This design comes from an exercise in tuning for small area and a short achievable clock period on the open sky130 flow, not from production work. Function was checked by simulation only, so behaviour that the tests miss may differ from the original. No activity file was given, so power comes from the tool's default toggle rates.

==> design.v <==
module ram_2port_bist #(
    parameter int DATA_W = 8,
    parameter int ADDR_W = 8,
    parameter int RD_LAT = 1
) (
    input  logic              clk,
    input  logic              rst_n,
    input  logic              start,
    input  logic [1:0]        mode,
    input  logic              err_inj,
    output logic              busy,
    output logic              done,
    output logic              pass,
    output logic [ADDR_W:0]   err_cnt,
    output logic [ADDR_W-1:0] first_err_addr,
    input  logic              wr_en,
    input  logic [ADDR_W-1:0] wr_addr,
    input  logic [DATA_W-1:0] wr_data,
    input  logic [ADDR_W-1:0] rd_addr,
    output logic [DATA_W-1:0] rd_data
);
    localparam int DEPTH = 2 ** ADDR_W;
    typedef enum logic [2:0] {
        S_IDLE,
        S_WRITE,
        S_READ,
        S_FLUSH,
        S_DONE
    } state_t;
    state_t              state;
    state_t              state_nxt;
    logic                busy_q;
    logic                busy_nxt;
    logic [7:0]          addr;
    logic [1:0]          mode_q;
    logic                inj_q;
    logic                accept;
    logic                wren;
    logic                rden;
    logic                addr_last;
    logic                flush_end;
    logic [7:0]          wdata;
    logic [7:0]          exp_now;
    logic [7:0]          mem [DEPTH];
    logic [7:0]          q;
    logic                vld_d;
    logic [7:0]          exp_d;
    logic [7:0]          addr_d;
    logic                mismatch;
    function automatic logic [7:0] pattern(input logic [1:0] m, input logic [7:0] a);
        case (m)
            2'd0:    pattern = a;
            2'd1:    pattern = ~a;
            2'd2:    pattern = a[0] ? 8'haa : 8'h55;
            default: pattern = a[0] ? 8'h00 : 8'hff;
        endcase
    endfunction
    assign addr_last = (addr == 8'hff);
    assign flush_end = (state == S_FLUSH);
    always_comb begin
        state_nxt = state;
        accept    = 1'b0;
        wren      = 1'b0;
        rden      = 1'b0;
        case (state)
            S_IDLE, S_DONE: begin
                if (start) begin
                    accept    = 1'b1;
                    state_nxt = S_WRITE;
                end
            end
            S_WRITE: begin
                wren = 1'b1;
                if (addr_last) begin
                    state_nxt = S_READ;
                end
            end
            S_READ: begin
                rden = 1'b1;
                if (addr_last) begin
                    state_nxt = S_FLUSH;
                end
            end
            S_FLUSH: begin
                state_nxt = S_DONE;
            end
            default: state_nxt = S_IDLE;
        endcase
    end
    assign busy_nxt = (state_nxt == S_WRITE) || (state_nxt == S_READ) || (state_nxt == S_FLUSH);
    assign busy     = busy_q;
    logic [7:0] addr_nxt;
    always_comb begin
        addr_nxt = addr;
        if (accept) begin
            addr_nxt = '0;
        end else if (wren || rden) begin
            addr_nxt = addr + 1'b1;
        end
    end
    logic        idle_q;
    logic [15:0] bhi_n, blo_n;
    logic [15:0] bwlo_n;    
    logic        wren_nxt;
    assign wren_nxt = (state_nxt == S_WRITE);
    always_ff @(posedge clk or negedge rst_n) begin
        if (!rst_n) begin
            state  <= S_IDLE;
            busy_q <= 1'b0;
            idle_q <= 1'b1;
            addr   <= '0;
            mode_q <= '0;
            inj_q  <= 1'b0;
            bhi_n  <= '1;
            blo_n  <= '1;
            bwlo_n <= '1;
        end else begin
            state  <= state_nxt;
            busy_q <= busy_nxt;
            idle_q <= !busy_nxt;
            addr   <= addr_nxt;
            if (accept) begin
                mode_q <= mode;
                inj_q  <= err_inj;
            end
            for (int i = 0; i < 16; i++) begin
                bhi_n[i] <= !(busy_nxt && (addr_nxt[7:4] == 4'(i)));
                blo_n[i] <= !(busy_nxt && (addr_nxt[3:0] == 4'(i)));
                bwlo_n[i] <= !(wren_nxt && (addr_nxt[3:0] == 4'(i)));
            end
        end
    end
    assign exp_now = pattern(mode_q, addr);
    assign wdata   = exp_now ^ {7'b0, inj_q && (addr == 8'h00)};
    logic       mem_we;
    logic [7:0] mem_waddr;
    logic [7:0] mem_wdata;
    assign mem_we    = wr_en || wren;
    assign mem_waddr = wr_en ? wr_addr : addr;
    assign mem_wdata = wr_en ? wr_data : wdata;
    logic [15:0]      whi_n, wlo_n;
    logic [DEPTH-1:0] we;
    logic [3:0]       wp [4];    
    for (genvar k = 0; k < 4; k++) begin : g_wpre
        ram_2port_bist_nor2  u_0 (.a(wr_addr[2*k+1]), .b(wr_addr[2*k]), .y(wp[k][0]));
        ram_2port_bist_andn  u_1 (.a(wr_addr[2*k+1]), .b(wr_addr[2*k]), .y(wp[k][1]));
        ram_2port_bist_andn  u_2 (.a(wr_addr[2*k]), .b(wr_addr[2*k+1]), .y(wp[k][2]));
        ram_2port_bist_and2  u_3 (.a(wr_addr[2*k+1]), .b(wr_addr[2*k]), .y(wp[k][3]));
    end
    for (genvar i = 0; i < 16; i++) begin : g_wdec
        logic hi_p_n, lo_p_n;
        ram_2port_bist_nand3 u_hp (.a(wr_en), .b(wp[3][i/4]), .c(wp[2][i%4]), .y(hi_p_n));
        ram_2port_bist_nand3 u_lp (.a(wr_en), .b(wp[1][i/4]), .c(wp[0][i%4]), .y(lo_p_n));
        ram_2port_bist_o21a  u_h  (.a1(wr_en), .a2(bhi_n[i]),  .b1(hi_p_n), .y(whi_n[i]));
        ram_2port_bist_o21a  u_l  (.a1(wr_en), .a2(bwlo_n[i]), .b1(lo_p_n), .y(wlo_n[i]));
    end
    for (genvar w = 0; w < DEPTH; w++) begin : g_we
        ram_2port_bist_nor2 u_we (.a(whi_n[w/16]), .b(wlo_n[w%16]), .y(we[w]));
    end
    always_ff @(posedge clk) begin
        for (int i = 0; i < DEPTH; i++) begin
            if (we[i]) begin
                mem[i] <= mem_wdata;
            end
        end
    end
    logic [15:0]      hi, lo;
    logic [DEPTH-1:0] rsel_n;
    logic [7:0]       rword;
    logic [3:0]       rp [4];    
    for (genvar k = 0; k < 4; k++) begin : g_rpre
        ram_2port_bist_nor2  u_0 (.a(rd_addr[2*k+1]), .b(rd_addr[2*k]), .y(rp[k][0]));
        ram_2port_bist_andn  u_1 (.a(rd_addr[2*k+1]), .b(rd_addr[2*k]), .y(rp[k][1]));
        ram_2port_bist_andn  u_2 (.a(rd_addr[2*k]), .b(rd_addr[2*k+1]), .y(rp[k][2]));
        ram_2port_bist_and2  u_3 (.a(rd_addr[2*k+1]), .b(rd_addr[2*k]), .y(rp[k][3]));
    end
    for (genvar i = 0; i < 16; i++) begin : g_rdec
        logic hi_p_n, lo_p_n;
        ram_2port_bist_nand3 u_hp (.a(idle_q), .b(rp[3][i/4]), .c(rp[2][i%4]), .y(hi_p_n));
        ram_2port_bist_nand3 u_lp (.a(idle_q), .b(rp[1][i/4]), .c(rp[0][i%4]), .y(lo_p_n));
        ram_2port_bist_nand2 u_h  (.a(hi_p_n), .b(bhi_n[i]), .y(hi[i]));
        ram_2port_bist_nand2 u_l  (.a(lo_p_n), .b(blo_n[i]), .y(lo[i]));
    end
    for (genvar w = 0; w < DEPTH; w++) begin : g_rsel
        ram_2port_bist_nand2 u_sel (.a(hi[w/16]), .b(lo[w%16]), .y(rsel_n[w]));
    end
    for (genvar b = 0; b < 8; b++) begin : g_rbit
        logic [DEPTH-1:0] col;
        for (genvar w = 0; w < DEPTH; w++) begin : g_col
            assign col[w] = mem[w][b];
        end
        ram_2port_bist_sel256 u_sel (.sel_n(rsel_n), .d(col), .y(rword[b]));
    end
    always_ff @(posedge clk) begin
        if (mem_we && (mem_waddr == (idle_q ? rd_addr : addr))) begin
            q <= mem_wdata;
        end else begin
            q <= rword;
        end
    end
    assign rd_data = q;
    always_ff @(posedge clk or negedge rst_n) begin
        if (!rst_n) begin
            vld_d  <= 1'b0;
            exp_d  <= '0;
            addr_d <= '0;
        end else begin
            vld_d  <= rden;
            exp_d  <= exp_now;
            addr_d <= addr;
        end
    end
    assign mismatch = vld_d && (q != exp_d);
    always_ff @(posedge clk or negedge rst_n) begin
        if (!rst_n) begin
            err_cnt        <= '0;
            first_err_addr <= '0;
            done           <= 1'b0;
            pass           <= 1'b0;
        end else begin
            if (accept) begin
                err_cnt        <= '0;
                first_err_addr <= '0;
            end else if (mismatch) begin
                err_cnt <= err_cnt + 1'b1;
                if (err_cnt == '0) begin
                    first_err_addr <= addr_d;
                end
            end
            done <= flush_end;
            if (flush_end) begin
                pass <= (err_cnt == '0) && !mismatch;
            end
        end
    end
endmodule
module ram_2port_bist_sel256 (
    input  logic [255:0] sel_n,
    input  logic [255:0] d,
    output logic         y
);
    logic [127:0] l1;     
    logic [63:0]  l2_n;   
    logic [15:0]  l3;     
    logic [7:0]   l4_n;   
    logic [1:0]   l5;     
    for (genvar k = 0; k < 128; k++) begin : g_l1
        ram_2port_bist_o22ai u (
            .a1(sel_n[2*k]),   .a2(d[2*k]),
            .b1(sel_n[2*k+1]), .b2(d[2*k+1]),
            .y(l1[k]));
    end
    for (genvar k = 0; k < 64; k++) begin : g_l2
        ram_2port_bist_nor2 u (.a(l1[2*k]), .b(l1[2*k+1]), .y(l2_n[k]));
    end
    for (genvar k = 0; k < 16; k++) begin : g_l3
        ram_2port_bist_nand4 u (.a(l2_n[4*k]), .b(l2_n[4*k+1]), .c(l2_n[4*k+2]), .d(l2_n[4*k+3]), .y(l3[k]));
    end
    for (genvar k = 0; k < 8; k++) begin : g_l4
        ram_2port_bist_nor2 u (.a(l3[2*k]), .b(l3[2*k+1]), .y(l4_n[k]));
    end
    for (genvar k = 0; k < 2; k++) begin : g_l5
        ram_2port_bist_nand4 u (.a(l4_n[4*k]), .b(l4_n[4*k+1]), .c(l4_n[4*k+2]), .d(l4_n[4*k+3]), .y(l5[k]));
    end
    ram_2port_bist_nor2 u_l6 (.a(l5[0]), .b(l5[1]), .y(y));
endmodule
module ram_2port_bist_o22ai (
    input  logic a1, a2, b1, b2,
    output logic y
);
    assign y = !((a1 || a2) && (b1 || b2));
endmodule
module ram_2port_bist_nand2 (
    input  logic a, b,
    output logic y
);
    assign y = !(a && b);
endmodule
module ram_2port_bist_nand3 (
    input  logic a, b, c,
    output logic y
);
    assign y = !(a && b && c);
endmodule
module ram_2port_bist_and2 (
    input  logic a, b,
    output logic y
);
    assign y = a && b;
endmodule
module ram_2port_bist_o21a (
    input  logic a1, a2, b1,
    output logic y
);
    assign y = (a1 || a2) && b1;
endmodule
module ram_2port_bist_andn (
    input  logic a, b,
    output logic y
);
    assign y = !a && b;
endmodule
module ram_2port_bist_nand4 (
    input  logic a, b, c, d,
    output logic y
);
    assign y = !(a && b && c && d);
endmodule
module ram_2port_bist_nor2 (
    input  logic a, b,
    output logic y
);
    assign y = !(a || b);
endmodule
==> flow/run.sh <==
#!/bin/bash
# The standard layout, except that the port buffers are made from a plain
# buffer cell (buf_4) rather than the cell buffer_ports picks on its own,
# and clock tree synthesis adds no dummy loads. make's full output goes to
# flow.log here; each ORFS step also keeps its own log under orfs/logs/.
set -euo pipefail
export BUFFER_PORTS_ARGS="-buffer_cell sky130_fd_sc_hd__buf_4"
export CTS_ARGS="-sink_clustering_enable -repair_clock_nets -sink_clustering_size 10 -sink_clustering_max_diameter 40 -buf_list {sky130_fd_sc_hd__clkbuf_4 sky130_fd_sc_hd__clkbuf_8} -dont_use_dummy_load"
bash standard.sh finish > flow.log 2>&1
==> standard.sh <==
#!/bin/bash
# synth_recipe.tcl (not shown) runs the flow's synth.tcl, then flattens the netlist and writes it again
# the make line also repeats each setting of config.mk as NAME=value (left out here)
make -C /OpenROAD-flow-scripts/flow DESIGN_CONFIG=/design/flow/config.mk WORK_HOME=/design/flow/orfs CLKGATE_MAP_FILE= SYNTH_SCRIPT=/design/flow/synth_recipe.tcl "${@:-finish}"
==> config.mk <==
export PLATFORM = sky130hd
export DESIGN_NAME = ram_2port_bist
export DESIGN_NICKNAME = ram_2port_bist
export VERILOG_FILES = /design/flow/design.v
export SDC_FILE = /design/flow/constraint.sdc
export NUM_CORES = 4
export LEC_CHECK = 0
export CAP_MARGIN = 20
export CORE_MARGIN = 2
export CORE_UTILIZATION = 40
export CTS_BUF_LIST = sky130_fd_sc_hd__clkbuf_8
export CTS_CLUSTER_DIAMETER = 50
export CTS_CLUSTER_SIZE = 12
export SETUP_SLACK_MARGIN = 3.6
export SLEW_MARGIN = 20
export SYNTH_HIERARCHICAL = 1
export SYNTH_MINIMUM_KEEP_SIZE = 0
==> constraint.sdc <==
create_clock -name core_clock -period 6.5 [get_ports {clk}]
set_input_delay 1.3000 -clock core_clock [delete_from_list [all_inputs] [get_ports {clk}]]
set_output_delay 1.3000 -clock core_clock [all_outputs]
set_load 0.01 [all_outputs]
==> summary.txt, run 1 <==
cell leakage power 28.44 nW; hold_buf cts 0; Area growth syn-to-layout 15.97%; IO Pins between 50 and 60; deepest clock path buffer count 4; fill count 16600; largest family of logic cells by synthesized area compound AO/OA/AOI/OAI gates; ys flop type edfxtp_1; DRT Wirelength 245400 µm; grt ovf 0; Die Height 447.9 µm; worst min path class in2async; Simple-Gate Fraction of Synth Area 8.315%; pwr dens 402.8 nW/µm²; crit path launch type register; Core ar. 195400 µm²; Synth Area in Adders less than 1%; largest net degree at the start of global routing 146; Avg Cell Area, Syn 16.01 µm²; worst-skew pair later-pin latency roughly 1100 ps; Critical Path, Cell by Cell buf_12, nand3_4, buf_12, nand2_8, nand2_8, o22ai_1, nor2_1, nand4_1, nor2_2, nand4_1, nor2_1, mux2_4; clk sinks 2156; flops & latches, synth 2156; worst rel slew slack 16.48%; yosys warns 11; crit-path max FO 8; first-pass GRT wire length between 300000 and 400000 µm; Routability Congestion 0.8819; Power Total ~37 mW; Final Slew Violations 0; post-detailed-route DRC marker count 0; vias in the first global route 47080; Worst Max-Slew Pin Slew around 1300 ps; # rows 162; Cells after Synth 4923; RSZ-0062 raised after global routing yes; initial antenna violation count 18; DR WL/cell 30.41 µm; CTS tree done; hold slack 405.0 ps; HPWL after DPL approximately 140000 µm; TritonRoute pass-1 iters 6; Synthesized Nets 4958; achievable frequency 316.7 MHz; CP max stage delay 540 ps; Fin. Hold Viols 0; Worst Skew 81.50 ps; number of synthesized flops with an enable pin 2048; Tmin final approximately 3200 ps; met3 global-route usage about 5.0%; Synth Area in Compound Gates under 10%; register area share after synthesis 81.49%; pre-CTS setup slack 1509 ps; via-per-instance ratio 6.099; xor/xnor cell area share of the yosys netlist 0.5906%; Final Cycle Share between 40% and 50%; Worst EP arrival just over 4000 ps; Post-synth ARST share 4.638%; setup ws final 3343 ps; die span in x 447.9 µm; top post-synthesis cells by area edfxtp_1, o22ai_1, nor2_1; DRT antenna net count 0; Crit. End Element register; CTS root buffer clkbuf_8; WP data required between 7000 and 8000 ps; critical path buffer and inverter count 2; mux cell area share after synthesis 0.4445%; cell taking the most area after synthesis edfxtp_1; met2 Use GR 36.72%; status no timing/DRC/antenna violations; share of cells above drive strength 1 approximately a fifth; area share of the largest cell type after synthesis 78.03%; GR peak layer met2; Max-Cap Viols 0; Initial Util 40.34%; routed via count 49230; global-route usage over all layers 24.04%; CTS Buf Count 282; H-tree depth 5; die footprint 200600 µm²; M1 GR Usage 32.99%; Final setup viols 0; starting DRC count in detailed routing ~7200; Peak VDD IR between 0.0003 and 0.0004 V; Clock transition at path regs 70 ps; Final Util about 47%; post-synth cell types 60; slowest cell on the critical path dfstp_4; # nets final approximately 5500; post-synthesis cell area 78810 µm²; setup tns final 0 ps; I/O Buffers 58; Largest delay share family, worst path simple AND/OR/NAND/NOR gates; critical setup path kind reg2reg
[where the power goes]
group / switching [mW] / internal, mW
Clock: 4.55 / 3.86
Sequential: 0.521 / 18.1
Combinational: 7.54 / 2.23
Total: 12.6 / 24.2
[cells in the final DEF, fill, tap and decap left out, types with 43 or more instances in the layout]
master    Yosys  layout
edfxtp_1   2048    2048
o22ai_1    1027     950
nor2_1      890     820
clkbuf_8      0     282
nand4_1     154     154
nand2_1     360     149
buf_4         0     145
nand2_2       0     122
o22ai_2       0      76
nand2_8       0      57
nor2_2        0      55
nand3_1      71      48
dfstp_2      49      48
nand2_4       0      43
[worst reg2reg max path, stage by stage, from the launching register on]
cell,delay [ps]
dfstp_4,540
buf_12,170
nand3_4,130
buf_12,140
nand2_8,150
nand2_8,170
o22ai_1,80
nor2_1,150
nand4_1,320
nor2_2,290
nand4_1,530
nor2_1,280
mux2_4,170
[cell usage after synthesis, drive strengths merged, types with 2 or more instances]
cell / count
edfxtp: 2048
nor4: 7
or2: 2
and2: 8
nor3: 7
buf: 17
and3: 7
nor2b: 16
nand4: 154
nand2: 360
dfstp: 49
xnor2: 20
o21ai: 12
mux2i: 14
nand2b: 2
a21oi: 10
o22ai: 1027
nor2: 890
o21a: 38
dfxtp: 8
inv: 16
xor2: 31
nand3: 72
o221ai: 2
mux2: 16
dfrtp: 51
ha: 4
nor3b: 3
a32oi: 2
a21boi: 2
clkbuf: 8
nor4b: 3
or3b: 2
[cell families (layout without fill, tap and decap cells)]
kind of cell,after synthesis,after routing
fa+ha+maj,4,4
xor+xnor,51,51
other cells,0,11
simple gates,1536,1547
flops,2156,2156
compound gates,1105,1105
buf+inv,41,532
mux,30,42
[metrics by stage]
stage / cells / area, µm²
2_1_floorplan: 4923 / 78840
3_3_place_gp: 7631 / 83080
3_5_place_dp: 7631 / 83080
4_1_cts: 8025 / 90120
5_1_grt: 8064 / 91380
6_report: 8072 / 91400
[final cells by class]
cell class / count / area (µm²) / share of cell area (%)
Antenna cell: 11 / 27.53 / 0.03012
Timing Repair Buffer: 234 / 2534 / 2.772
Tap cell: 2624 / 3283 / 3.592
Sequential cell: 2156 / 64270 / 70.31
Clock buffer: 282 / 3881 / 4.246
Multi-Input combinational cell: 2749 / 17350 / 18.98
Inverter: 16 / 60.06 / 0.06571
[path summary, 6_finish.rpt]
kind | slack [ps] | to | start | cells after the start
min | 410 | bwlo_n[15] | rst_n | 1
min reg2reg | 490 | first_err_addr[2] | addr_d[2] | 2
min in group core_clock | 470 | mode_q[0] | mode[0] | 3
max reg2reg | 3340 | q[6] | idle_q | 12
max in group asynchronous | 4950 | err_cnt[0] | rst_n | 2
max | 3340 | q[6] | idle_q | 12
[flip-flops by register name (all words and copies together) (netlist names)]
register / cells
addr: 8
addr_d: 8
bhi_n: 16
blo_n: 16
busy_q: 1
bwlo_n: 16
done: 1
err_cnt: 9
exp_d: 8
first_err_addr: 8
idle_q: 1
inj_q: 1
mem: 2048
mode_q: 2
pass: 1
q: 8
state: 3
vld_d: 1
[per-module statistics from Yosys (local to each module, per instance), excerpt]
module	copies in the design	cell area, µm²	cells inside
ram_2port_bist	1	66410	2499
ram_2port_bist_and2	8	6.256	1
ram_2port_bist_andn	16	13.76	1
ram_2port_bist_nand2	288	3.754	1
ram_2port_bist_nand3	64	5.005	1
ram_2port_bist_nand4	144	6.256	1
ram_2port_bist_nor2	848	3.754	1
ram_2port_bist_o21a	32	7.507	1
ram_2port_bist_o22ai	1024	6.256	1
[layer usage]
metal	wire (µm)	vias up
li1	-	20620
met5	19	-
met2	111800	3157
met1	92600	24810
met3	28050	635
met4	13020	2
[timing repair]
item,in CTS,in global routing
resized for setup,436,216
gates cloned,23,3
buffers inserted,89,32
setup endpoints to repair,813,939
pin swaps,65,68
==> run 2, diff against run 1 <==
--- a/design.v
+++ b/design.v
@@ -243,7 +243,8 @@
     logic [63:0]  l2_n;   
     logic [15:0]  l3;     
     logic [7:0]   l4_n;   
-    logic [1:0]   l5;     
+    logic [3:0]   l5;     
+    logic [1:0]   l6_n;   
     for (genvar k = 0; k < 128; k++) begin : g_l1
         ram_2port_bist_o22ai u (
             .a1(sel_n[2*k]),   .a2(d[2*k]),
@@ -259,10 +260,13 @@
     for (genvar k = 0; k < 8; k++) begin : g_l4
         ram_2port_bist_nor2 u (.a(l3[2*k]), .b(l3[2*k+1]), .y(l4_n[k]));
     end
-    for (genvar k = 0; k < 2; k++) begin : g_l5
-        ram_2port_bist_nand4 u (.a(l4_n[4*k]), .b(l4_n[4*k+1]), .c(l4_n[4*k+2]), .d(l4_n[4*k+3]), .y(l5[k]));
+    for (genvar k = 0; k < 4; k++) begin : g_l5
+        ram_2port_bist_nand2 u (.a(l4_n[2*k]), .b(l4_n[2*k+1]), .y(l5[k]));
     end
-    ram_2port_bist_nor2 u_l6 (.a(l5[0]), .b(l5[1]), .y(y));
+    for (genvar k = 0; k < 2; k++) begin : g_l6
+        ram_2port_bist_nor2 u (.a(l5[2*k]), .b(l5[2*k+1]), .y(l6_n[k]));
+    end
+    assign y = l6_n[0] && l6_n[1];
 endmodule
 module ram_2port_bist_o22ai (
     input  logic a1, a2, b1, b2,
==> flow/run.sh (replaced) <==
#!/bin/bash
# The standard layout, except that the port buffers are made from a plain
# buffer cell (buf_4) rather than the cell buffer_ports picks on its own,
# and clock tree synthesis adds no dummy loads. make's full output goes to
# flow.log here; each ORFS step also keeps its own log under orfs/logs/.
set -euo pipefail
export BUFFER_PORTS_ARGS="-buffer_cell sky130_fd_sc_hd__buf_4"
export CTS_ARGS="-sink_clustering_enable -repair_clock_nets -sink_clustering_size 12 -sink_clustering_max_diameter 50 -buf_list sky130_fd_sc_hd__clkbuf_8 -dont_use_dummy_load"
bash standard.sh finish > flow.log 2>&1
==> summary.txt, run 2 <==
global-route usage over all layers 23.31%; fill count 16910; critical setup path kind in2reg; Worst EP arrival 3880 ps; CTS tree done; Final Slew Violations 0; Synth top cells by count edfxtp_1, o22ai_1, nor2_1, nand2_1, nand4_1; hold_buf cts 0; Fin. Hold Viols 0; setup ws final 3484 ps; worst rel slew slack a little over a fifth; largest net degree at the start of global routing 158; grt ovf 0; Clock transition at path regs approximately 80 ps; register area 64250 µm²; initial antenna violation count 10; # nets final roughly 5400; most frequent cell after synthesis edfxtp_1; Final setup viols 0; commonest cells after routing, fill and taps aside edfxtp_1, o22ai_1, nor2_1; most flop-heavy register mem; die footprint 200900 µm²; status no timing/DRC/antenna violations; via-per-instance ratio slightly above 6; post-synth cell types 60; Post-synth ARST share about 4.6%; pwr dens 394.9 nW/µm²; CP max stage delay roughly 350 ps; post-detailed-route DRC marker count 0; Peak VDD IR 0.0003484 V; CTS Buf Count between 200 and 250; crit path launch type primary input; register area share after synthesis 81.38%; DRT antenna net count 0; Crit. End Element register; Final Cycle Share 46.41%; starting DRC count in detailed routing 7573; die span in x 448.2 µm; Routability Congestion 0.8992; Area growth syn-to-layout 14.27%; cell leakage power 27.94 nW; DRT Wirelength 247100 µm; number of synthesized flops with an enable pin 2048; most frequent CP cell nor2_1; share of cells above drive strength 1 roughly 18%; area share of the largest cell type after synthesis 77.93%; ys flop type edfxtp_1; slowest cell on the critical path nor2_1; pre-CTS setup slack approximately 1500 ps; Tmin final 3016 ps; worst-skew pair later-pin latency 1010 ps; # rows 163; clk sinks 2156; WP data required 7360 ps; HPWL after DPL 135100 µm; Core ar. 196600 µm²; H-tree depth 4; flops & latches, synth 2156; cell taking the most area after synthesis edfxtp_1; first-pass GRT wire length around 330000 µm; I/O Buffers slightly below 60; IO Pins a little under 60; Initial Util 40.14%; Worst Skew 149.6 ps; Synthesized Nets 4990; post-synthesis cell area 78910 µm²; max FFs per register 2048; non-filler cells, final 8030; dpl cells 7671; multi-input logic area 17080 µm²; TritonRoute pass-1 iters 5; routed via count between 40000 and 50000; yosys warns 11; Critical Path, Cell by Cell buf_4, and2_2, nand3_4, nand2_8, buf_12, nand2_2, o22ai_1, nor2_1, nand4_1, nor2_1, nand2_1, nor2_1, and2_1, mux2_4; Power Total 35.61 mW; Worst Max-Slew Pin Slew 1181 ps; deepest clock path buffer count 3; Cells after Synth 4955; Die Height between 400 and 500 µm; setup tns final 0 ps; vias in the first global route about 46000; RSZ-0062 raised after global routing yes; commonest non-fill, non-tap cell in the layout edfxtp_1; achievable frequency 331.5 MHz; CTS root buffer clkbuf_8; crit-path max FO 8; DR WL/cell 30.77 µm; worst min path class in2async; top post-synthesis cells by area edfxtp_1, o22ai_1, nor2_1; Final Util a little under half; Avg Cell Area, Syn 15.93 µm²; Max-Cap Viols 0
## run 2: cell types whose count changed in the layout (fill, tap and decap cells not counted), sizes merged, moves of 4 or more
cell | before | now
clkbuf | 283 | 216
diode | 11 | 7
buf | 231 | 211
and2 | 8 | 16
nand4 | 154 | 138
nor2 | 890 | 898
nand2 | 371 | 401
## run 2: layer usage
layer	global-route usage, %	routed length [µm]	up-vias
li1	-	-	20500
met1	31.62	94060	24760
met2	36.10	111900	3031
met3	4.820	27590	575
met4	11.00	13360	4
met5	0	107	-
## run 2: area by class of cell
class	count	share of cell area, %
flip-flops and latches	2156	71.25
multi-input cells	2780	18.94
well taps	2640	3.663
clock buffers	210	3.205
repair buffers	221	2.854
inverters	16	0.06660
diodes	7	0.01943
## run 2: modules after synthesis (local to each module, per instance)
module                 times used  cell area (µm²)  cells inside
ram_2port_bist_nand3           64            5.005             1
ram_2port_bist_sel256           8            6.256             1
ram_2port_bist_o22ai         1024            6.256             1
ram_2port_bist_and2             8            6.256             1
ram_2port_bist_nand4          128            6.256             1
ram_2port_bist                  1            66410          2499
ram_2port_bist_andn            16            13.76             1
ram_2port_bist_nand2          320            3.754             1
ram_2port_bist_o21a            32            7.507             1
ram_2port_bist_nor2           856            3.754             1
## run 2: cells by family (layout without fill, tap and decap cells)
family	after synthesis	in the layout	share of synthesized area [%]
AOI/OAI and AO/OA	1105	1105	8.844
DFF	2156	2156	81.38
other	0	7	0
and+or+nand+nor	1568	1577	8.432
xor gates and xnor gates	51	51	0.5898
muxes	30	43	0.4439
buffers and inverters	41	447	0.2442
adders and majority gates	4	4	0.06342
## run 2: through the flow
step                      instance area (µm²)  hold slack [ps]
after global placement                  83120            464.2
after floorplan                         78940            348.7
final                                   90180            341.2
after global routing                    90160            359.2
after CTS                               87710            256.3
after detailed placement                83120            459.2
## run 2: critical path, delay by kind of cell
kind / cells / cell delay (ps)
compound gates: 1 / 100
buf+inv: 2 / 350
mux: 1 / 130
simple gates: 10 / 1970
## run 2: what timing repair did
item                                     CTS  global route
gates resized for setup                  200           394
endpoints found under the setup margin  1266           746
cloned                                    18            13
buffers inserted                          49            62
pin swaps                                 21            31
## run 2: where the power goes
| part | internal [mW] | switching [mW] |
|---|---|---|
| registers | 18.1 | 0.424 |
| logic | 2.37 | 7.63 |
| clock network | 2.85 | 4.24 |
| total | 23.3 | 12.3 |
## run 2: worst paths after layout
kind / startpoint / slack [ps] / cells after the start / end
setup / recovery: rd_addr[1] / 3480 / 14 / q[0]
hold / removal: rst_n / 340 / 1 / addr[5]
setup reg to reg: idle_q / 3510 / 13 / q[0]
hold reg to reg: inj_q / 480 / 2 / inj_q
max in group asynchronous: rst_n / 4960 / 2 / addr[0]
min in group core_clock: inj_q / 480 / 2 / inj_q
==> run 3, diff against run 2 <==
--- a/config.mk
+++ b/config.mk
@@ -11,7 +11,7 @@
 export CTS_BUF_LIST = sky130_fd_sc_hd__clkbuf_8
 export CTS_CLUSTER_DIAMETER = 50
 export CTS_CLUSTER_SIZE = 12
-export SETUP_SLACK_MARGIN = 3.6
+export SETUP_SLACK_MARGIN = 3.4
 export SLEW_MARGIN = 20
 export SYNTH_HIERARCHICAL = 1
 export SYNTH_MINIMUM_KEEP_SIZE = 0
==> summary.txt, run 3 <==
hold_buf cts 0; commonest cells after routing, fill and taps aside edfxtp_1, o22ai_1, nor2_1; cell taking the most area after synthesis edfxtp_1; Crit. End Element register; starting DRC count in detailed routing 7317; CP Capture Point q[7]; IO Pins 59; global-route usage over all layers 22.72%; Initial Util 40.14%; Simple-Gate Fraction of Synth Area 8.432%; top post-synthesis cells by area edfxtp_1, o22ai_1, nor2_1; deepest clock path buffer count 3; fin area 87460 µm²; pwr dens 393.2 nW/µm²; CTS Buf Count 210; Placed Area 83120 µm²; max FFs per register a little over 2000; DR WL/cell 29.76 µm; initial antenna violation count 11; via-per-instance ratio ~6.0; WP data required ~7500 ps; die footprint 200900 µm²; RSZ-0062 raised after global routing yes; fraction of power spent switching nets 33.81%; Post-synth ARST share between 4 and 5%; CTS tree done; Max-Cap Viols 0; # rows about 160; ys flop type edfxtp_1; share of cells above drive strength 1 10.99%; slowest cell on the critical path nor2_2; register area share after synthesis 81.38%; Worst R2R Start idle_q; setup tns final 0 ps; post-detailed-route DRC marker count 0; post-synthesis cell area around 79000 µm²; Core ar. 196600 µm²; crit path launch type primary input; Critical Path, Cell by Cell buf_4, and2_1, nand3_1, nand2_8, nand2_1, o22ai_1, nor2_1, nand4_1, nor2_1, nand2_1, nor2_2, and2_1, mux2_4; worst-case reg-to-reg path depth 13; Tmin final 3328 ps; commonest non-fill, non-tap cell in the layout edfxtp_1; first-pass GRT wire length ~330000 µm; internal reg-to-reg setup slack ~3300 ps; status no timing/DRC/antenna violations; critical path buffer and inverter count 1; area share of the largest cell type after synthesis between 70% and 80%; Synthesized Nets 4990; Area growth syn-to-layout 10.83%; Cells after Synth 4955; die span in x 448.2 µm; worst-skew pair later-pin latency 1000 ps; mux cell area share after synthesis 0.4439%; xor/xnor cell area share of the yosys netlist less than 1%; DRT antenna net count 0; CP max stage delay 350 ps; number of synthesized flops with an enable pin 2048; Clock transition at path regs ~70 ps; Synth Area in Compound Gates 8.844%; largest net degree at the start of global routing 180; worst rel slew slack 24.83%; Avg Cell Area, Syn 15.93 µm²; most frequent cell after synthesis edfxtp_1; achievable frequency 300.5 MHz; worst min path class in2async; sw power 11.63 mW; Final Slew Violations 0; clock group share of total power roughly a fifth; crit-path max FO 16; Synth Area in Adders less than 1%; Die Height 448.2 µm; TritonRoute pass-1 iters 6; flops & latches, synth 2156; most flop-heavy register mem; Final setup viols 0; Routability Congestion 0.8992; design internal power approximately 23 mW; Largest delay share family, worst path simple AND/OR/NAND/NOR gates; Synth top cells by count edfxtp_1, o22ai_1, nor2_1, nand2_1, nand4_1; Worst Max-Slew Pin Slew 1128 ps; # nets final 5326; Peak VDD IR ~0.00040 V; routed via count 47760; Final Cycle Share 51.20%; post-synth cell types 60; I/O Buffers 58; largest family of logic cells by synthesized area compound AO/OA/AOI/OAI gates; Combinational Power Share 25.6%; cell leakage power 26.56 nW; Fin. Hold Viols 0; Critical R2R Capture q[2]; grt ovf 0; CTS root buffer clkbuf_8; HPWL after DPL 135100 µm; H-tree depth 4; Critical Path Stages 13; clk sinks 2156; DRT Wirelength approximately 240000 µm; crit path from rd_addr[1]; critical setup path kind in2reg; Reg power frac a little over half; vias in the first global route between 40000 and 50000; yosys warns 11; Worst EP arrival 4270 ps; Worst Skew around 130 ps
[run 3: cell counts after synthesis]
No cell type changed its count.
[run 3: kinds of logic after synthesis]
| family | Yosys count |
|---|---|
| and+or+nand+nor | 1568 |
| muxes | 30 |
| buffers and inverters | 41 |
| adders and majority gates | 4 |
| AOI/OAI and AO/OA | 1105 |
| xor gates and xnor gates | 51 |
| DFF | 2156 |
[run 3: stage by stage]
step                hold WS (ps)  total power [mW]  instances  setup slack, ps  utilization [%]
floorplan                  348.7             21.92       4955             3245                -
global placement           464.2             26.15       7671             1451            42.28
detailed placement         459.2             26.25       7671             1509            42.28
CTS                        256.2             33.92       7916             3272            44.27
global route               351.2             35.24       7932             3230            44.48
finish                     349.8             34.39       7937             3172            44.49
[run 3: modules after synthesis, one instance, submodules excluded, excerpt]
module | cells | area [µm²]
ram_2port_bist | 2499 | 66410
ram_2port_bist_o21a | 1 | 7.507
ram_2port_bist_and2 | 1 | 6.256
ram_2port_bist_o22ai | 1 | 6.256
ram_2port_bist_nand4 | 1 | 6.256
ram_2port_bist_nand3 | 1 | 5.005
ram_2port_bist_nor2 | 1 | 3.754
[run 3: routing by layer]
layer	share of wire (%)	global-route usage, %	up-vias
li1	-	-	20290
met1	39	31.09	24160
met2	46	35.12	2793
met3	11	4.724	506
met4	4.8	10.14	8
met5	0.052	0	-
[run 3: what timing repair did]
item                       4_1_cts  5_1_grt
resized for setup              125       53
setup endpoints to repair      477      713
setup buffers                   26        6
pin swaps                       16        3
cloned                           9        7
[run 3: final cells by class]
| type | instances | area [µm²] |
|---|---|---|
| Fill cell | 17160 | 109100 |
| Clock buffer | 210 | 2890 |
| Antenna cell | 8 | 20.02 |
| Inverter | 16 | 60.06 |
| Sequential cell | 2156 | 64230 |
| Tap cell | 2640 | 3303 |
| Timing Repair Buffer | 138 | 1449 |
| Multi-Input combinational cell | 2769 | 15510 |
[run 3: how the worst min path moves through the flow]
stage / from / end / slack [ps] / depth (start not counted)
after floorplan: addr[3] / addr_d[3] / 350 / 0
after global placement: pass / pass / 460 / 2
after detailed placement: inj_q / inj_q / 460 / 2
after CTS: rst_n / addr[4] / 260 / 1
after global routing: rst_n / addr[5] / 350 / 1
final: rst_n / addr[5] / 350 / 1
[run 3: power groups by stage]
stage | clock, mW | sequential [mW] | combinational, mW
2_1_floorplan | 0 | 18.7 | 3.26
3_3_place_gp | 0 | 18.8 | 7.39
3_5_place_dp | 0 | 18.8 | 7.48
4_1_cts | 7.20 | 18.5 | 8.21
5_1_grt | 7.70 | 18.5 | 8.99
6_report | 7.09 | 18.5 | 8.79
[run 3: worst register-to-register path: stages, from the launching register on]
cell and delay (ps):
dfstp_4 720, buf_6 200, nand3_1 210, nand2_8 180
buf_4 290, nand2_1 230, o22ai_1 260, nor2_1 110
nand4_1 150, nor2_1 130, nand2_1 160, nor2_1 50
and2_1 150, mux2_4 260
==> run 4, diff against run 3 <==
--- a/config.mk
+++ b/config.mk
@@ -11,7 +11,7 @@
 export CTS_BUF_LIST = sky130_fd_sc_hd__clkbuf_8
 export CTS_CLUSTER_DIAMETER = 50
 export CTS_CLUSTER_SIZE = 12
-export SETUP_SLACK_MARGIN = 3.4
+export SETUP_SLACK_MARGIN = 3.8
 export SLEW_MARGIN = 20
 export SYNTH_HIERARCHICAL = 1
 export SYNTH_MINIMUM_KEEP_SIZE = 0
==> summary.txt, run 4 <==
dpl cells 7671; Worst Skew 83.23 ps; Area growth syn-to-layout 17.01%; Synth top cells by count edfxtp_1, o22ai_1, nor2_1, nand2_1, nand4_1; WP data required 7430 ps; most frequent cell after synthesis edfxtp_1; yosys warns 11; ys flop type edfxtp_1; Tmin final 2976 ps; routed via count approximately 49000; Final Slew Violations 0; hold_buf cts 0; # rows around 160; IO Pins 59; post-synthesis cell area 78910 µm²; Simple-Gate Fraction of Synth Area under 10%; status no timing/DRC/antenna violations; pwr dens roughly 390 nW/µm²; die footprint 200900 µm²; commonest cells after routing, fill and taps aside edfxtp_1, o22ai_1, nor2_1; Final Cycle Share between 40% and 50%; xor/xnor cell area share of the yosys netlist 0.5898%; non-filler cells, final roughly 8100; H-tree depth 4; Synthesized Nets 4990; cell taking the most area after synthesis edfxtp_1; critical setup path kind in2reg; internal reg-to-reg setup slack approximately 3600 ps; register area share after synthesis between 80% and 90%; DRT antenna net count 0; vias in the first global route 47310; deepest clock path buffer count 3; Critical Path, Cell by Cell buf_4, and2_2, nand3_2, nand2_8, buf_16, nand2_4, o22ai_1, nor2_1, nand4_1, nor2_4, nand2_2, nor2_4, and2_1, mux2_4; CTS root buffer clkbuf_8; Initial Util 40.14%; Crit. End Element register; slowest cell on the critical path and2_2; share of cells above drive strength 1 between 20% and 30%; worst-case reg-to-reg path depth 14; top post-synthesis cells by area edfxtp_1, o22ai_1, nor2_1; Max-Cap Viols 0; setup tns final 0 ps; commonest non-fill, non-tap cell in the layout edfxtp_1; pre-CTS setup slack 1634 ps; largest family of logic cells by synthesized area compound AO/OA/AOI/OAI gates; I/O Buffers 58; crit path launch type primary input; grt ovf 0; post-detailed-route DRC marker count 0; RSZ-0062 raised after global routing yes; worst-skew pair later-pin latency 990 ps; Final setup viols 0; Clock transition at path regs 80 ps; mux cell area share after synthesis less than 1%; DRT Wirelength 252200 µm; die span in x approximately 450 µm; first-pass GRT wire length between 300000 and 400000 µm; number of synthesized flops with an enable pin 2048; setup ws final between 3000 and 4000 ps; post-synth cell types 60; Cells after Synth about 5000; Worst EP arrival ~3900 ps; largest net degree at the start of global routing 118; Routability Congestion 0.8763; via-per-instance ratio 6.100; CP max stage delay 260 ps; worst min path class in2async; CTS Buf Count around 200; cell leakage power around 30 nW; Critical R2R Capture q[0]; area share of the largest cell type after synthesis 77.93%; Die Height 448.2 µm; most frequent CP cell nor2_4; DR WL/cell approximately 31 µm; crit-path max FO 8; achievable frequency 336.1 MHz; Fin. Hold Viols 0; Worst Max-Slew Pin Slew 1268 ps; Avg Cell Area, Syn 15.93 µm²; TritonRoute pass-1 iters 6; most flop-heavy register mem; Core ar. 196600 µm²; Post-synth ARST share 4.638%; Worst R2R Start idle_q; HPWL after DPL 132900 µm; Synth Area in Adders 0.06342%; flops & latches, synth 2156; Peak VDD IR 0.0003188 V; max FFs per register 2048; starting DRC count in detailed routing 7389; clk sinks 2156; Synth Area in Compound Gates 8.844%; global-route usage over all layers 24.62%; initial antenna violation count 20; worst rel slew slack 15.46%; # nets final 5486; CTS tree done
[run 4: cell counts after synthesis]
Identical to the previous run, type by type.
[run 4: per-module statistics from Yosys (local to each module, per instance), excerpt]
module / times used / area (µm²) / cells inside / flip-flops and latches
ram_2port_bist_andn: 16 / 13.76 / 1 / 0
ram_2port_bist_nand3: 64 / 5.005 / 1 / 0
ram_2port_bist_o22ai: 1024 / 6.256 / 1 / 0
ram_2port_bist_nand2: 320 / 3.754 / 1 / 0
ram_2port_bist_nand4: 128 / 6.256 / 1 / 0
ram_2port_bist_and2: 8 / 6.256 / 1 / 0
ram_2port_bist_nor2: 856 / 3.754 / 1 / 0
ram_2port_bist_sel256: 8 / 6.256 / 1 / 0
ram_2port_bist_o21a: 32 / 7.507 / 1 / 0
[run 4: cell families (layout without fill, tap and decap cells)]
kind of cell               after synthesis  count (layout)
other                                    0               7
AOI/OAI and AO/OA                     1105            1105
DFF                                   2156            2156
buffers and inverters                   41             503
muxes                                   30              45
xor gates and xnor gates                51              51
and+or+nand+nor                       1568            1585
adders and majority gates                4               4
[run 4: area by class of cell]
class / instances / area [µm²]
timing repair buffer: 282 / 3398
antenna: 7 / 17.52
inverter: 16 / 60.06
fill: 16730 / 104300
tap: 2640 / 3303
multi-input combinational: 2790 / 18470
clock buffer: 205 / 2821
sequential: 2156 / 64270
[run 4: per-stage QoR]
stage               cell area [µm²]  total power [mW]  hold WS [ps]  utilization (%)
global route                  92330             37.05         181.9            46.96
global placement              83450             26.35         453.7            42.45
CTS                           91060             35.76         139.5            46.31
finish                        92340             36.28         193.5            46.97
detailed placement            83460             26.48         460.6            42.45
floorplan                     79430             22.02         348.7                -
[run 4: worst max-delay path by stage]
stage / cells past startpoint / slack (ps) / endpoint / startpoint
floorplan: 12 / 3650 / q[0] / rd_addr[3]
global placement: 13 / 1350 / q[2] / rd_addr[1]
detailed placement: 14 / 1630 / q[2] / rd_addr[0]
CTS: 1 / 3600 / err_cnt[6] / err_cnt[6]
global route: 13 / 3580 / q[6] / idle_q
finish: 14 / 3520 / q[0] / rd_addr[5]
[run 4: critical path: cells and delay by family]
kind            cells  cell delay (ps)
compound gates      1               90
mux                 1              130
simple gates       10             1980
buf+inv             2              350
[run 4: layer usage]
layer | share of wire, % | global-route usage [%] | routed length (µm)
met5 | 0.0052 | 0 | 13
met3 | 12 | 5.548 | 29550
met2 | 46 | 38.38 | 115800
met1 | 37 | 33.41 | 94080
met4 | 5.0 | 10.23 | 12670
[run 4: report_power, final]
group	total (mW)	leakage [nW]	internal, mW	switching [mW]
Clock	7.08	1.47	2.79	4.29
Sequential	18.6	19.6	18.1	0.521
Combinational	10.6	8.09	2.76	7.81
[run 4: timing repair]
action,4_1_cts,5_1_grt
cloned,34,3
buffers inserted,149,27
gates resized for setup,554,238
pin swaps,75,45
endpoints found under the setup margin,2852,1022
==> run 5, diff against run 4 <==
--- a/config.mk
+++ b/config.mk
@@ -11,7 +11,8 @@
 export CTS_BUF_LIST = sky130_fd_sc_hd__clkbuf_8
 export CTS_CLUSTER_DIAMETER = 50
 export CTS_CLUSTER_SIZE = 12
-export SETUP_SLACK_MARGIN = 3.8
+export SETUP_SLACK_MARGIN = 3.6
 export SLEW_MARGIN = 20
 export SYNTH_HIERARCHICAL = 1
 export SYNTH_MINIMUM_KEEP_SIZE = 0
+export TNS_END_PERCENT = 20
==> summary.txt, run 5 <==
status no timing/DRC/antenna violations; CTS Buf Count 210; RSZ-0062 raised after global routing yes; Critical Path, Cell by Cell buf_4, and2_1, nand3_1, nand2_4, buf_16, nand2_2, o22ai_2, nor2_1, nand4_1, nor2_1, nand2_1, nor2_4, and2_1, mux2_4; Power Total 35.55 mW; yosys warns 11; post-synth cell types 60; critical setup path kind in2reg; die footprint 200900 µm²; pwr dens 394.6 nW/µm²; worst rel slew slack 24.41%; Final setup viols 0; Worst Skew around 140 ps; first-pass GRT wire length 329200 µm; Peak VDD IR 0.0004333 V; DRT Wirelength ~250000 µm; I/O Buffers 58; Largest delay share family, worst path simple AND/OR/NAND/NOR gates; most frequent cell after synthesis edfxtp_1; starting DRC count in detailed routing 7476; slowest cell on the critical path nor2_1; CP max stage delay 280 ps; Reg power frac about 52%; Initial Util 40.14%; vias in the first global route 46120; design internal power 23.21 mW; DRT antenna net count 0; # nets final roughly 5400; HPWL after DPL 135100 µm; max FFs per register 2048; initial antenna violation count 12; die span in x 448.2 µm; largest net degree at the start of global routing 180; most flop-heavy register mem; crit-path max FO 8; Core ar. about 200000 µm²; Post-synth ARST share 4.638%; post-detailed-route DRC marker count 0; deepest clock path buffer count 3; Cells after Synth a little under 5000; # rows 163; number of synthesized flops with an enable pin 2048; Worst Max-Slew Pin Slew 1134 ps; clock group share of total power between 20% and 30%; grt ovf 0; share of cells above drive strength 1 17.91%; Clock transition at path regs around 70 ps; ys flop type edfxtp_1; routed via count roughly 49000; critical path buffer and inverter count 2; achievable frequency approximately 320 MHz; TritonRoute pass-1 iters 8; global-route usage over all layers a little under a quarter; Routability Congestion 0.8992; area share of the largest cell type after synthesis between 70 and 80%; crit path launch type primary input; flops & latches, synth 2156; via-per-instance ratio 6.087; worst min path class in2async; Synth top cells by count edfxtp_1, o22ai_1, nor2_1, nand2_1, nand4_1; worst-skew pair later-pin latency 1020 ps; Die Height 448.2 µm; commonest cells after routing, fill and taps aside edfxtp_1, o22ai_1, nor2_1; Final Cycle Share 47.52%; CTS tree done; Synthesized Nets 4990; Area growth syn-to-layout 14.15%; cell taking the most area after synthesis edfxtp_1; Max-Cap Viols 0; post-synthesis cell area approximately 79000 µm²; commonest non-fill, non-tap cell in the layout edfxtp_1; Avg Cell Area, Syn 15.93 µm²; top post-synthesis cells by area edfxtp_1, o22ai_1, nor2_1; Crit. End Element register; Tmin final slightly above 3000 ps; H-tree depth 4; register area share after synthesis 81.38%; Fin. Hold Viols 0; WP data required about 7500 ps; CTS root buffer clkbuf_8; DR WL/cell 30.81 µm; Worst EP arrival 4050 ps; setup tns final 0 ps; cell leakage power about 28 nW; Combinational Power Share 27.9%; sw power 12.34 mW; IO Pins 59; Final Slew Violations 0; clk sinks around 2200; fraction of power spent switching nets a little over a third
## run 5: cell counts after synthesis
No cell type changed its count.
## run 5: per-module statistics from Yosys (local to each module, per instance)
module / cells inside / area, µm² / copies in the design / flip-flops and latches
ram_2port_bist_nand4: 1 / 6.256 / 128 / 0
ram_2port_bist_andn: 1 / 13.76 / 16 / 0
ram_2port_bist_o22ai: 1 / 6.256 / 1024 / 0
ram_2port_bist_nand3: 1 / 5.005 / 64 / 0
ram_2port_bist_and2: 1 / 6.256 / 8 / 0
ram_2port_bist_nand2: 1 / 3.754 / 320 / 0
ram_2port_bist_sel256: 1 / 6.256 / 8 / 0
ram_2port_bist_nor2: 1 / 3.754 / 856 / 0
ram_2port_bist_o21a: 1 / 7.507 / 32 / 0
ram_2port_bist: 2499 / 66410 / 1 / 2156
## run 5: cell families (layout without fill, tap and decap cells)
family / Yosys count / after routing / share of synthesized area, %
compound gates: 1105 / 1105 / 8.844
flops: 2156 / 2156 / 81.38
mux: 30 / 44 / 0.4439
fa+ha+maj: 4 / 4 / 0.06342
simple gates: 1568 / 1579 / 8.432
buf+inv: 41 / 433 / 0.2442
xor+xnor: 51 / 51 / 0.5898
other cells: 0 / 11 / 0
## run 5: power groups by stage
| stage | combinational (mW) | sequential (mW) | clock [mW] |
|---|---|---|---|
| after floorplan | 3.26 | 18.7 | 0 |
| after global placement | 7.39 | 18.8 | 0 |
| after detailed placement | 7.48 | 18.8 | 0 |
| after CTS | 8.40 | 18.5 | 7.20 |
| after global routing | 10.0 | 18.6 | 7.70 |
| final | 9.91 | 18.5 | 7.11 |
## run 5: cell type report
type,instances,area [µm²]
Timing Repair Buffer,207,2380
Inverter,16,60.06
Tap cell,2640,3303
Multi-Input combinational cell,2783,17190
Fill cell,16910,106500
Clock buffer,210,2890
Sequential cell,2156,64230
Antenna cell,11,27.53
## run 5: repair_timing
| action | CTS | global route |
|---|---|---|
| setup endpoints to repair | 1266 | 1993 |
| hold buffers | 0 | 0 |
| gates resized for setup | 167 | 418 |
| setup buffers | 37 | 60 |
| pin swaps | 21 | 35 |
| cloned | 12 | 22 |
## run 5: final timing paths
check | from | to | slack, ps | cells after the start
setup / recovery | rd_addr[1] | q[5] | 3410 | 14
hold / removal | rst_n | addr[5] | 330 | 1
setup reg to reg | idle_q | q[5] | 3430 | 13
hold reg to reg | inj_q | inj_q | 480 | 2
max in group asynchronous | rst_n | addr[0] | 4940 | 2
min in group core_clock | inj_q | inj_q | 480 | 2
## run 5: per-stage QoR
stage / hold slack [ps] / utilization (%) / instance area (µm²) / instances / setup slack [ps]
floorplan: 348.7 / - / 78940 / 4955 / 3245
global placement: 464.2 / 42.28 / 83120 / 7671 / 1451
detailed placement: 459.2 / 42.28 / 83120 / 7671 / 1509
CTS: 256.2 / 44.44 / 87370 / 7930 / 3415
global route: 354.7 / 45.81 / 90060 / 8015 / 3395
finish: 332.6 / 45.82 / 90080 / 8023 / 3411
## run 5: per-layer routing
layer	up-vias	global-route usage [%]	routed length, µm
met3	540	4.804	28010
li1	20470	-	-
met2	3092	35.58	113000
met5	-	0	13
met1	24740	31.21	93320
met4	2	9.887	12840
==> run 6, diff against run 5 <==
--- a/config.mk
+++ b/config.mk
@@ -11,8 +11,8 @@
 export CTS_BUF_LIST = sky130_fd_sc_hd__clkbuf_8
 export CTS_CLUSTER_DIAMETER = 50
 export CTS_CLUSTER_SIZE = 12
+export PLACE_DENSITY = 0.7
 export SETUP_SLACK_MARGIN = 3.6
 export SLEW_MARGIN = 20
 export SYNTH_HIERARCHICAL = 1
 export SYNTH_MINIMUM_KEEP_SIZE = 0
-export TNS_END_PERCENT = 20
==> summary.txt, run 6 <==
number of synthesized flops with an enable pin 2048; grt ovf 0; worst-skew pair later-pin latency 970 ps; global-route usage over all layers 22.56%; Worst Max-Slew Pin Slew ~1400 ps; CP Capture Point q[7]; clk sinks about 2200; Max-Cap Viols 0; design internal power 23.32 mW; post-synthesis cell area 78910 µm²; commonest cells after routing, fill and taps aside edfxtp_1, o22ai_1, nor2_1; dpl cells 7666; die span in x 448.2 µm; DRT antenna net count 0; Core ar. 196600 µm²; starting DRC count in detailed routing 8522; CTS tree done; sw power 12.23 mW; most flop-heavy register mem; fraction of power spent switching nets 34.41%; clock group share of total power 19.6%; H-tree depth 4; ys flop type edfxtp_1; Initial Util 40.14%; internal reg-to-reg setup slack 3500 ps; CTS Buf Count 206; RSZ-0062 raised after global routing yes; Avg Cell Area, Syn between 15 and 20 µm²; commonest non-fill, non-tap cell in the layout edfxtp_1; CTS root buffer clkbuf_8; Crit. End Element register; worst-case reg-to-reg path depth 13; Routability Congestion between 0.9 and 1; cell taking the most area after synthesis edfxtp_1; Worst EP arrival 3910 ps; Worst Skew 158.5 ps; # nets final 5437; crit path from rd_addr[1]; pwr dens 391.8 nW/µm²; routed via count 50210; Cells after Synth 4955; post-synth cell types 60; Synth top cells by count edfxtp_1, o22ai_1, nor2_1, nand2_1, nand4_1; Tmin final 3056 ps; Combinational Power Share 28.0%; Area growth syn-to-layout 14.97%; multi-input logic area 17580 µm²; hold_buf cts 0; status no timing/DRC/antenna violations; Final setup viols 0; non-filler cells, final ~8000; IO Pins 59; I/O Buffers slightly below 60; share of cells above drive strength 1 19.61%; Die Height about 450 µm; most frequent cell after synthesis edfxtp_1; deepest clock path buffer count 3; # rows 163; yosys warns 11; WP data required 7350 ps; top post-synthesis cells by area edfxtp_1, o22ai_1, nor2_1; Reg power frac roughly 52%; flops & latches, synth around 2200; Final Slew Violations 0; vias in the first global route 46890; fill count 16410; register area share after synthesis 81.38%; Placed Area roughly 83000 µm²; crit-path max FO 8; achievable frequency around 330 MHz; Post-synth ARST share 4.638%; Final Cycle Share 47.02%; via-per-instance ratio 6.233; Synthesized Nets ~5000; initial antenna violation count 8; post-detailed-route DRC marker count 0; max FFs per register 2048; fin area 90720 µm²; Power Total 35.55 mW; Fin. Hold Viols 0; worst rel slew slack under 10%; die footprint about 200000 µm²; area share of the largest cell type after synthesis 77.93%; HPWL after DPL 126600 µm; Peak VDD IR just over 0.0004 V; Worst R2R Start idle_q; setup tns final 0 ps; crit path launch type primary input; worst min path class in2async; DR WL/cell 29.69 µm; DRT Wirelength 239200 µm; register area 64270 µm²; first-pass GRT wire length 327300 µm; largest net degree at the start of global routing 147; Critical R2R Capture q[7]; critical setup path kind in2reg; cell leakage power 28.20 nW; TritonRoute pass-1 iters 8; Clock transition at path regs 80 ps
run 6: cell counts after synthesis:
Identical to the previous run, type by type.
run 6: power by group through the flow:
stage	sequential (mW)	clock (mW)	combinational (mW)
after CTS	18.5	7.02	8.82
after detailed placement	18.8	0	7.26
final	18.6	6.98	9.94
after global routing	18.6	7.51	9.94
after global placement	18.8	0	7.11
after floorplan	18.7	0	3.26
run 6: metrics by stage:
stage,hold WS [ps],utilization (%),setup slack (ps)
6_report,386.5,46.15,3444
5_1_grt,384.0,46.13,3514
4_1_cts,323.6,44.94,3512
3_5_place_dp,455.2,42.26,1647
3_3_place_gp,455.4,42.25,1583
2_1_floorplan,348.7,-,3245
run 6: worst min-delay path by stage:
stage,start,depth (start not counted),end,slack (ps)
final,rst_n,1,exp_d[0],390
after global routing,rst_n,1,exp_d[5],380
after CTS,rst_n,1,exp_d[5],320
after detailed placement,inj_q,2,inj_q,460
after global placement,inj_q,2,inj_q,460
after floorplan,addr[3],0,addr_d[3],350
run 6: kinds of logic (layout without fill, tap and decap cells):
kind of cell,Yosys count,after routing,synth area share (%)
AO/OA/AOI/OAI,1105,1105,8.844
XOR/XNOR,51,51,0.5898
adder cells (fa/ha/maj),4,4,0.06342
buffers and inverters,41,456,0.2442
flip-flops,2156,2156,81.38
multiplexers,30,45,0.4439
other,0,16,0
AND/OR/NAND/NOR,1568,1583,8.432
run 6: final cells by class:
| type | instances | area share [%] |
|---|---|---|
| Timing Repair Buffer | 234 | 2.915 |
| Tap cell | 2640 | 3.641 |
| Clock buffer | 206 | 3.125 |
| Antenna cell | 16 | 0.04413 |
| Sequential cell | 2156 | 70.84 |
| Multi-Input combinational cell | 2788 | 19.37 |
| Inverter | 16 | 0.06620 |
run 6: per-module statistics from Yosys, one instance, submodules excluded:
module / cell area, µm² / cells
ram_2port_bist_andn: 13.76 / 1
ram_2port_bist_nand2: 3.754 / 1
ram_2port_bist_o21a: 7.507 / 1
ram_2port_bist_nand3: 5.005 / 1
ram_2port_bist_nor2: 3.754 / 1
ram_2port_bist_and2: 6.256 / 1
ram_2port_bist_sel256: 6.256 / 1
ram_2port_bist: 66410 / 2499
ram_2port_bist_o22ai: 6.256 / 1
ram_2port_bist_nand4: 6.256 / 1
run 6: critical path, stage by stage:
cell,delay (ps)
buf_4,150
and2_1,240
nand3_2,190
nand2_8,120
buf_12,190
nand2_2,160
o22ai_2,110
nor2_1,180
nand4_1,270
nor2_4,340
nand2_1,160
nor2_2,170
and2_1,160
mux2_4,140
run 6: routing by layer:
layer / wire length [µm] / global-route usage (%) / share of wire (%)
met2: 106400 / 34.22 / 44
met3: 32430 / 5.445 / 14
met1: 83680 / 30.00 / 35
met4: 16650 / 12.38 / 7.0
met5: 13 / 0 / 0.0054
run 6: repair_timing:
action,CTS,global route
buffers inserted,70,62
gates resized for setup,295,365
pin swaps,25,45
cloned,25,11
setup endpoints to repair,1338,1253
==> run 7, diff against run 6 <==
--- a/config.mk
+++ b/config.mk
@@ -7,11 +7,10 @@
 export LEC_CHECK = 0
 export CAP_MARGIN = 20
 export CORE_MARGIN = 2
-export CORE_UTILIZATION = 40
+export CORE_UTILIZATION = 50
 export CTS_BUF_LIST = sky130_fd_sc_hd__clkbuf_8
 export CTS_CLUSTER_DIAMETER = 50
 export CTS_CLUSTER_SIZE = 12
-export PLACE_DENSITY = 0.7
 export SETUP_SLACK_MARGIN = 3.6
 export SLEW_MARGIN = 20
 export SYNTH_HIERARCHICAL = 1
==> summary.txt, run 7 <==
starting DRC count in detailed routing between 6000 and 7000; worst-case reg-to-reg path depth 13; Routability Congestion 0.8859; post-synthesis cell area 78910 µm²; I/O Buffers 58; die footprint 161000 µm²; cell leakage power 27.54 nW; Peak VDD IR 0.0003718 V; H-tree depth 4; hold slack between 400 and 500 ps; via-per-instance ratio 6.566; ys flop type edfxtp_1; Worst Max-Slew Pin Slew ~1200 ps; post-detailed-route DRC marker count 0; post-synth cell types 60; fin area 88840 µm²; # nets final 5411; Clock transition at path regs about 80 ps; Post-synth ARST share under 10%; Crit. End Element register; flops & latches, synth 2156; worst-skew pair later-pin latency 940 ps; # rows 145; Synthesized Nets 4990; Avg Cell Area, Syn 15.93 µm²; HPWL after DPL about 140000 µm; hold_buf cts 0; IO Pins 59; Critical Path, Cell by Cell buf_4, and2_2, nand3_1, nand2_8, nand2_1, o22ai_1, nor2_1, nand4_1, nor2_2, nand2_2, nor2_2, and2_1, mux2_4; Core ar. 156400 µm²; most flop-heavy register mem; TritonRoute pass-1 iters 6; commonest non-fill, non-tap cell in the layout edfxtp_1; Final Cycle Share a little under half; Die Height 401.3 µm; slowest cell on the critical path nand2_1; setup ws final 3426 ps; yosys warns 11; commonest cells after routing, fill and taps aside edfxtp_1, o22ai_1, nor2_1; number of synthesized flops with an enable pin 2048; Synth top cells by count edfxtp_1, o22ai_1, nor2_1, nand2_1, nand4_1; Area growth syn-to-layout 12.58%; CTS Buf Count ~210; CTS root buffer clkbuf_8; Cells after Synth 4955; max FFs per register 2048; WP data required 7370 ps; Worst Skew 100.6 ps; critical setup path kind in2reg; Critical R2R Capture q[2]; register area share after synthesis 81.38%; critical path buffer and inverter count 1; initial antenna violation count 8; crit path launch type primary input; dpl cells 7091; die span in x 401.3 µm; pwr dens 398.7 nW/µm²; Final Util 56.81%; first-pass GRT wire length ~340000 µm; Worst R2R Start idle_q; share of cells above drive strength 1 17.40%; CTS tree done; setup tns final 0 ps; global-route usage over all layers 29.20%; largest net degree at the start of global routing ~140; Placed Area 82400 µm²; Tmin final 3074 ps; internal reg-to-reg setup slack around 3500 ps; Largest delay share family, worst path simple AND/OR/NAND/NOR gates; Max-Cap Viols 0; clk sinks 2156; deepest clock path buffer count 3; Power Total 35.42 mW; Final setup viols 0; vias in the first global route 46250; CP max stage delay 300 ps; pre-CTS setup slack about 1500 ps; Fin. Hold Viols 0; RSZ-0062 raised after global routing yes; achievable frequency 325.3 MHz; Initial Util 50.46%; crit-path max FO 9; DRT Wirelength 244400 µm; DRT antenna net count 0; area share of the largest cell type after synthesis 77.93%; routed via count 48800; grt ovf 0; cell taking the most area after synthesis edfxtp_1; most frequent cell after synthesis edfxtp_1; DR WL/cell about 33 µm; Worst EP arrival 3950 ps; status no timing/DRC/antenna violations; non-filler cells, final roughly 7400; top post-synthesis cells by area edfxtp_1, o22ai_1, nor2_1; most frequent CP cell nor2_2; Final Slew Violations 0; worst rel slew slack 21.05%; worst min path class in2async
-- run 7: metal layers --
layer / GRT usage [%] / wire, µm / vias up
met3: 5.656 / 27000 / 484
met1: 41.04 / 93500 / 24960
li1: - / - / 20470
met2: 45.43 / 113000 / 2893
met4: 11.31 / 10860 / 0
met5: 0 / 0 / -
-- run 7: worst max-delay path by stage --
stage | startpoint | to | slack, ps | cells after the start
floorplan | wr_en | mem[0][2] | 3240 | 3
global placement | rd_addr[2] | q[2] | 1470 | 15
detailed placement | rd_addr[3] | q[2] | 1470 | 13
CTS | idle_q | q[4] | 3380 | 14
global route | rd_addr[1] | q[6] | 3450 | 14
finish | rd_addr[3] | q[6] | 3430 | 13
-- run 7: logic make-up (layout without fill, tap and decap cells) --
kind of cell | count (synthesis) | count (layout) | share of synthesized area, %
xor+xnor | 51 | 51 | 0.5898
mux | 30 | 43 | 0.4439
flops | 2156 | 2156 | 81.38
fa+ha+maj | 4 | 4 | 0.06342
simple gates | 1568 | 1578 | 8.432
compound gates | 1105 | 1105 | 8.844
buf+inv | 41 | 437 | 0.2442
other cells | 0 | 1 | 0
-- run 7: Yosys stat by module, one instance, submodules excluded, a selection --
module,area (µm²),cells,times used,flip-flops and latches
ram_2port_bist_nand2,3.754,1,320,0
ram_2port_bist_nand4,6.256,1,128,0
ram_2port_bist_sel256,6.256,1,8,0
ram_2port_bist_andn,13.76,1,16,0
ram_2port_bist_o22ai,6.256,1,1024,0
ram_2port_bist_o21a,7.507,1,32,0
ram_2port_bist_nor2,3.754,1,856,0
-- run 7: worst reg2reg max path: cells and delay by family (launching register included) --
| family | cells | cell delay [ps] |
|---|---|---|
| DFF | 1 | 620 |
| muxes | 1 | 270 |
| and+or+nand+nor | 9 | 1320 |
| buffers and inverters | 2 | 480 |
| AOI/OAI and AO/OA | 1 | 210 |
-- run 7: timing repair --
action                                   CTS  global route
endpoints found under the setup margin  1822           833
gates cloned                              18            11
resized for setup                        251           275
buffers inserted                          67            37
pin swaps                                 17            20
-- run 7: cell type report --
cell class                      instances  area [µm²]
Antenna cell                            1       2.502
Clock buffer                          208        2863
Fill cell                           12160       67550
Inverter                               16       60.06
Multi-Input combinational cell       2781       16720
Sequential cell                      2156       64260
Tap cell                             2058        2575
Timing Repair Buffer                  213        2355
-- run 7: power by group --
| group | internal (mW) | switching (mW) | leakage [nW] |
|---|---|---|---|
| logic | 2.29 | 7.49 | 6.40 |
| registers | 18.1 | 0.442 | 19.6 |
| clock network | 2.83 | 4.25 | 1.50 |

afterwards: timing with drivers on the ports:
The results above use ideal ports. As a check the final layouts listed here were re-extracted and re-timed, cells and wires unchanged. Step 1 assumes that a clkbuf_16 drives the clock port and a buf_2 every other input. Step 2, shift: input delay + t, output delay - t, t = (earliest + latest rising clock arrival at the registers) / 2. This alone moves slack from input paths to output paths. Slacks: ideal ports / drivers / drivers and shift; pairs: ideal ports / drivers.
| run | t, ns | setup slack, ns | worst hold slack (ns) | worst data-port slew with drivers (ns) |
|---|---|---|---|---|
| run 1 | 1.095 | 3.343 / 3.343 / 2.328 | 0.405 / 0.348 / 0.486 | 0.06 |
| run 2 | 1.014 | 3.484 / 3.512 / 2.509 | 0.341 / 0.290 / 0.475 | 0.07 |
| run 3 | 1.015 | 3.172 / 3.208 / 2.193 | 0.350 / 0.296 / 0.473 | 0.05 |
| run 4 | 1.039 | 3.524 / 3.563 / 2.543 | 0.193 / 0.134 / 0.472 | 0.08 |
| run 5 | 1.026 | 3.411 / 3.428 / 2.428 | 0.333 / 0.278 / 0.475 | 0.05 |
| run 6 | 0.968 | 3.444 / 3.491 / 2.523 | 0.387 / 0.332 / 0.473 | 0.07 |
| run 7 | 0.974 | 3.426 / 3.479 / 2.505 | 0.466 / 0.414 / 0.473 | 0.06 |
After both steps every run listed still meets setup and hold. For run 1, which loses most, drivers alone change the setup slack by 0.000 ns; drivers and shift together by -1.015 ns.
